What follows belongs to an exercise in optimizing a design on an open flow for small area, a short achievable clock period and few clock cycles per item; a production flow would make more cautious choices.
In this exercise RTL edits were held to simulation tests only and were not proved equivalent to the original.

`flow/design.v`:
```
package tomasulo_pkg;
	localparam int DATA_W     = 32;
	localparam int REG_ADDR_W = 5;
	typedef logic [DATA_W-1:0]     word_t;
	typedef logic [REG_ADDR_W-1:0] reg_addr_t;
	typedef logic [7:0]            tag_t;
endpackage
module tagged_regs (
	input  logic        clk,
	input  logic        rst,
	input  logic        we,
	input  logic [4:0]  waddr,
	input  logic [31:0] wdata,
	input  logic [4:0]  raddr,
	output logic [31:0] rdata,
	input  logic [4:0]  obs_addr,
	output logic [31:0] obs_data
);
	logic [31:0] regs [1:31];
	logic [31:0] wbus;
	assign wbus = rst ? 32'd0 : wdata;
	always_ff @(posedge clk) begin
		for (int i = 1; i < 32; i++)
			if (rst || (we && waddr == 5'(i))) regs[i] <= wbus;
	end
	assign rdata    = (raddr == 5'd0) ? 32'd0 : regs[raddr];
	assign obs_data = (obs_addr == 5'd0) ? 32'd0 : regs[obs_addr];
endmodule
module alu_unit (
	input  logic [3:0]  op,
	input  logic [31:0] a,
	input  logic [31:0] b,
	output logic [31:0] y
);
	always_comb begin
		case (op)
			4'd0: y = a + b;
			4'd1: y = a - b;
			4'd2: y = a & b;
			4'd3: y = a | b;
			4'd4: y = a ^ b;
			4'd5: y = a << b[4:0];
			4'd6: y = a >> b[4:0];
			4'd7: y = {31'd0, $signed(a) < $signed(b)};
			default: y = 32'd0;
		endcase
	end
endmodule
module mul_unit (
	input  logic [31:0] a,
	input  logic [31:0] b,
	output logic [31:0] p
);
	assign p = a * b;
endmodule
module tomasulo_core (
	input  logic                      clk,
	input  logic                      rst,
	input  logic                      req,
	input  logic [3:0]                op,
	input  tomasulo_pkg::reg_addr_t   rd,
	input  tomasulo_pkg::reg_addr_t   rs1,
	input  tomasulo_pkg::reg_addr_t   rs2,
	input  tomasulo_pkg::word_t       imm,
	input  logic                      use_imm,
	output logic                      ack,
	input  tomasulo_pkg::reg_addr_t   obs_addr,
	output tomasulo_pkg::word_t       obs_data,
	output tomasulo_pkg::tag_t        obs_tag
);
	logic        lv;           
	logic        lph;          
	logic        luimm;
	logic [3:0]  lop;
	logic [4:0]  lrd, lrs1, lrs2;
	logic [31:0] lb;           
	logic        mv;
	logic [4:0]  mrd;
	logic [31:0] ma, mb, mp;
	logic        m_wb;
	logic [4:0]  raddr;
	logic [31:0] rdata, opb, alu_y;
	logic        we;
	logic [4:0]  waddr;
	logic [31:0] wdata;
	logic        accept, l_exec, l_mul;
	assign l_mul  = (lop == 4'd8);
	assign l_exec = lv & lph;
	assign accept = req & ~ack & (~lv | lph);
	assign m_wb   = mv & (mrd != 5'd0);
	assign raddr = lph ? lrs1 : lrs2;
	tagged_regs u_regs (
		.clk(clk), .rst(rst),
		.we(we), .waddr(waddr), .wdata(wdata),
		.raddr(raddr), .rdata(rdata),
		.obs_addr(obs_addr), .obs_data(obs_data)
	);
	alu_unit u_alu (.op(lop), .a(rdata), .b(lb), .y(alu_y));
	mul_unit u_mul (.a(ma), .b(mb), .p(mp));
	assign opb = (m_wb && mrd == lrs2) ? mp : rdata;
	assign we    = m_wb | (l_exec & ~l_mul & (lrd != 5'd0));
	assign waddr = mv ? mrd : lrd;
	assign wdata = mv ? mp : alu_y;
	always_ff @(posedge clk) begin
		if (rst) begin
			ack <= 1'b0;
			lv  <= 1'b0;
			lph <= 1'b0;
			mv  <= 1'b0;
		end else begin
			if (accept) ack <= 1'b1;
			else if (!req) ack <= 1'b0;
			if (accept) begin
				lv  <= 1'b1;
				lph <= 1'b0;
			end else if (lph) begin
				lv  <= 1'b0;
				lph <= 1'b0;
			end else if (lv) begin
				lph <= 1'b1;
			end
			mv <= l_exec & l_mul;
		end
	end
	always_ff @(posedge clk) begin
		if (accept) begin
			lop   <= op;
			lrd   <= rd;
			lrs1  <= rs1;
			lrs2  <= rs2;
			luimm <= use_imm;
			lb    <= imm;
		end else if (lv && !lph && !luimm) begin
			lb    <= opb;
		end
		ma  <= rdata;
		mb  <= lb;
		mrd <= lrd;
	end
	assign obs_tag = {7'd0, (lv & (lrd == obs_addr) & (lrd != 5'd0)) | (m_wb & (mrd == obs_addr))};
endmodule
```
`flow/run.sh`:
```
#!/bin/bash
# synth_recipe.tcl (not shown) runs the flow's synth.tcl, then flattens the netlist and writes it again
# the make line also repeats each setting of config.mk as NAME=value (left out here)
make -C /OpenROAD-flow-scripts/flow DESIGN_CONFIG=/design/flow/config.mk WORK_HOME=/design/flow/orfs CLKGATE_MAP_FILE= SYNTH_SCRIPT=/design/flow/synth_recipe.tcl finish
```
`flow/config.mk`:
```
export PLATFORM = sky130hd
export DESIGN_NAME = tomasulo_core
export DESIGN_NICKNAME = tomasulo_core
export VERILOG_FILES = /design/flow/design.v
export SDC_FILE = /design/flow/constraint.sdc
export NUM_CORES = 4
export LEC_CHECK = 0
export CAP_MARGIN = 20
export CORE_MARGIN = 2
export CORE_UTILIZATION = 25
export GPL_ROUTABILITY_DRIVEN = 1
export PLACE_DENSITY = 0.35
export SETUP_SLACK_MARGIN = 0.3
export SLEW_MARGIN = 20
```
`flow/constraint.sdc`:
```
create_clock -name core_clock -period 10.0 [get_ports {clk}]
set_input_delay 2.0000 -clock core_clock [delete_from_list [all_inputs] [get_ports {clk}]]
set_output_delay 2.0000 -clock core_clock [all_outputs]
set_load 0.01 [all_outputs]
```
==> flow_metrics.env <==
export IMPL_area_delta_synth_final_pct=18.2
export IMPL_cts_resized=0
export IMPL_drt_first_pass_iters=7
export IMPL_clkSlewWorstSetupHoldPaths_ns=0.06
export IMPL_synth_compound_area_frac=0.207
export IMPL_synth_top_area_frac=0.424
export IMPL_grt_use_met2=0.488
export IMPL_dieArea_um2=300000
export IMPL_fin_nets=7629
export IMPL_crit_fanout=31
export IMPL_grt_most_used_layer="met2"
export IMPL_cts_hold_buf=0
export IMPL_status="complete, no violations"
export IMPL_cpMaxStageDelayCell="edfxtp_1"
export IMPL_grt_overflow=0
export IMPL_synth_seq_area_share=0.444
export IMPL_slew_viol_final=0
export IMPL_syn_area_um2=74000
export IMPL_cp_common_cell="buf_4"
export IMPL_fin_skew_ns=0.0819
export IMPL_postCtsSetupBuffers=0
export IMPL_synthMuxAreaShare=0.0173
export IMPL_synth_top_family_by_area="compound AO/OA/AOI/OAI gates"
export IMPL_drc=0
export IMPL_root_buffer="clkbuf_16"
export IMPL_cts_tree="done"
export IMPL_cts_made_buffers=140
export IMPL_utilization=0.297
export IMPL_initial_utilization=0.252
export IMPL_grt_use_met3=0.0945
export IMPL_required_ns=10.59
export IMPL_startpoint="lrs2[4]"
export IMPL_core_um2=294000
export IMPL_synthAdderAreaFrac=0.148
export IMPL_grtUsageMet1=0.404
export IMPL_clk_latency_ns=0.85
export IMPL_drtIter0Drc=12557
export IMPL_cts_sinks=1117
export IMPL_yosys_most_used_dff="edfxtp_1"
export IMPL_avgSynthCellArea_um2=11.0
export IMPL_grt_pass1_wl_um=650000
export IMPL_grt_setup_unrepaired="false"
export IMPL_synthTopCellsByArea="edfxtp_1 (42%), fa_1 (11%), ha_1 (3.7%)"
export IMPL_antenna_found_initial=56
export IMPL_io_buffers=93
export IMPL_synth_xor_area_frac=0.0130
export IMPL_netlist_instances=6702
export IMPL_nFillCells=30232
export IMPL_min_from="lb[15]"
export IMPL_maxCapViolCount=0
export IMPL_ys_warn_count=36
export IMPL_hp_class="reg2reg"
export IMPL_finalSetupViolations=0
export IMPL_synth_edf_count=1044
export IMPL_grt_use_total=0.323
export IMPL_cp_end_kind="register"
export IMPL_finalSetupTns_ns=0
export IMPL_drtAntennaViolNets=0
export IMPL_synth_simple_area_share=0.116
export IMPL_max_freq_mhz=108
export IMPL_async_flop_share=0
export IMPL_yosys_area_top_type="edfxtp_1"
export IMPL_grt_pass1_vias=65995
export IMPL_gp_congestion=0.996
export IMPL_htree_levels=4
export IMPL_num_io_pins=101
export IMPL_worstSetupPathType="reg2reg"
export IMPL_slew_headroom=0.114
export IMPL_die_h_um=548
export IMPL_timing_final_crit_share=0.925
export IMPL_ys_ff_latch=1117
export IMPL_cp_arrival_ns=9.85
export IMPL_synthDistinctLibCells=121
export IMPL_die_w_um=548
export IMPL_period_minus_slack_ns=9.25
export IMPL_clock_path_buffers=4
export IMPL_dr_total_vias=69182
export IMPL_critPathMaxStageDelay_ns=1.14
export IMPL_drive_above_1_share=0.141
export IMPL_viasPerCell=6.29
export IMPL_path_cells="buf_4 > nand4bb_1 > nand2_1 > a2111oi_0 > nand4_1 > nor2_1 > nor2_1 > buf_4 > inv_1 > fa_1 > nor2b_1 > o31a_1 > o2111ai_1 > a31oi_1 > buf_4 > a311oi_1 > o21ai_0 > nand3_1 > nor2_1 > a21oi_1 > xnor2_1 > o221ai_1 > o2bb2ai_2 > buf_4"
export IMPL_rows=199
export IMPL_drt_wl_total_um=500000
export IMPL_grt_max_degree=59
export IMPL_tightestPinTransition_ns=1.33
export IMPL_r2r_start="lrs2[4]"
export IMPL_avgRoutedWirePerCell_um=45.5
export IMPL_worstSetupStartpointType="register"
export IMPL_hpwl_um=350000
export IMPL_hold_viol_final=0
export IMPL_r2r_setup_slack_ns=0.75
## kinds of logic after synthesis
logic type / Yosys count
muxes: 105
other: 1
AOI/OAI and AO/OA: 2087
DFF: 1117
xor gates and xnor gates: 110
and+or+nand+nor: 1653
adders and majority gates: 630
buffers and inverters: 999
## final timing paths
kind                          to  depth (start not counted)
max          u_regs.regs[27][26]                         24
min                       mb[15]                          0
max reg2reg  u_regs.regs[27][26]                         24
min reg2reg               mb[15]                          0
## cells in the final DEF, fill, tap and decap left out, types with 26 or more instances in the layout
cell type / count
a2111oi_0: 40
a211oi_1: 36
a21o_1: 35
a21o_2: 26
a21oi_1: 282
a221oi_1: 170
a222oi_1: 73
a22o_1: 225
a22oi_1: 315
a31oi_1: 36
a32oi_1: 26
and2_1: 322
buf_4: 475
clkbuf_16: 145
clkdlybuf4s50_1: 91
dfxtp_1: 67
diode_2: 44
edfxtp_1: 1044
fa_1: 410
ha_1: 220
inv_1: 488
mux2_2: 30
mux2i_1: 57
nand2_1: 509
nand2b_1: 32
nand3_1: 87
nand4_1: 104
nor2_1: 212
nor2_4: 38
nor3_1: 92
o211ai_1: 40
o21ai_0: 306
o221ai_1: 53
o22ai_1: 94
xnor2_1: 78
xor2_1: 31
## Yosys cell counts (all sizes together), types with 31 or more instances
cell	number
a2111oi	46
a211oi	45
a21o	66
a21oi	284
a221oi	187
a222oi	73
a22o	225
a22oi	328
a31oi	38
and2	324
buf	150
clkbuf	355
dfxtp	73
edfxtp	1044
fa	410
ha	220
inv	493
mux2	32
mux2i	60
nand2	517
nand2b	32
nand3	89
nand4	104
nor2	261
nor3	103
o211ai	40
o21ai	328
o221ai	53
o22ai	95
xnor2	79
xor2	31
## routing by layer
layer,share of wire,vias to the layer above
li1,-,25934
met1,0.38,35757
met2,0.43,5861
met3,0.11,1616
met4,0.076,14
met5,0.00034,-
## stage by stage
step	hold WS [ns]	setup slack, ns	cells	area [um^2]
5_1_grt	0.437	0.732	10958	87300
2_1_floorplan	0.371	1.91	6708	74000
3_3_place_gp	0.405	0.889	10709	82600
4_1_cts	0.421	1.13	10953	87300
6_report	0.422	0.745	10998	87400
3_5_place_dp	0.401	1.14	10715	82700
## sequential cells by signal, summed over array words and instances, names as in the netlist
signal / flops
ack: 1
lb: 32
mrd: 5
luimm: 1
lop: 4
ma: 32
lrs1: 5
lrd: 5
u_regs.regs: 992
lph: 1
mv: 1
mb: 32
lv: 1
lrs2: 5
## cell type report
class / instances / area [um^2] / area share
Antenna cell: 44 / 110 / 0.00126
Clock buffer: 161 / 3700 / 0.0423
Clock inverter: 77 / 868 / 0.00993
Inverter: 494 / 1860 / 0.0212
Multi-Input combinational cell: 4592 / 38100 / 0.436
Sequential cell: 1117 / 32800 / 0.376
Tap cell: 3919 / 4900 / 0.0561
Timing Repair Buffer: 594 / 5010 / 0.0573
## worst max-delay path, delay by kind of cell (launching register included)
kind            cells  cell delay, ns
buf+inv             5            1.35
flops               1            1.14
fa+ha+maj           1            0.28
simple gates        8            2.48
compound gates      9            3.56
xor+xnor            1            0.11
Testbench counts, summed over its fixed seeds: cycles 6,656, instrs 3,200.

-- separate check: timing with driven ports --
How much do the figures lean on ideal ports? The routed layout below was timed once more, with nothing changed but the port constraints. Step 1 sets driving cells, clkbuf_16 on the clock port and buf_2 on the other inputs (assumed; they add their load-dependent delay and slew). Step 2 also shifts input and output timing later by t, the mid clock arrival at the registers, as if the neighbouring blocks saw the same clock. a / b / c = no drivers / after step 1 / after step 2; a / b = the first two.
t (ns): 0.914
setup slack, ns: 0.745 / 0.710 / 0.710
slew at the worst register clock pin (ns): 0.08 / 0.08
pins driven straight from the clock port: 1
After both steps this run still meets setup and hold. The setup slack of this run moves by -0.035 ns with the drivers and by -0.035 ns with both steps.
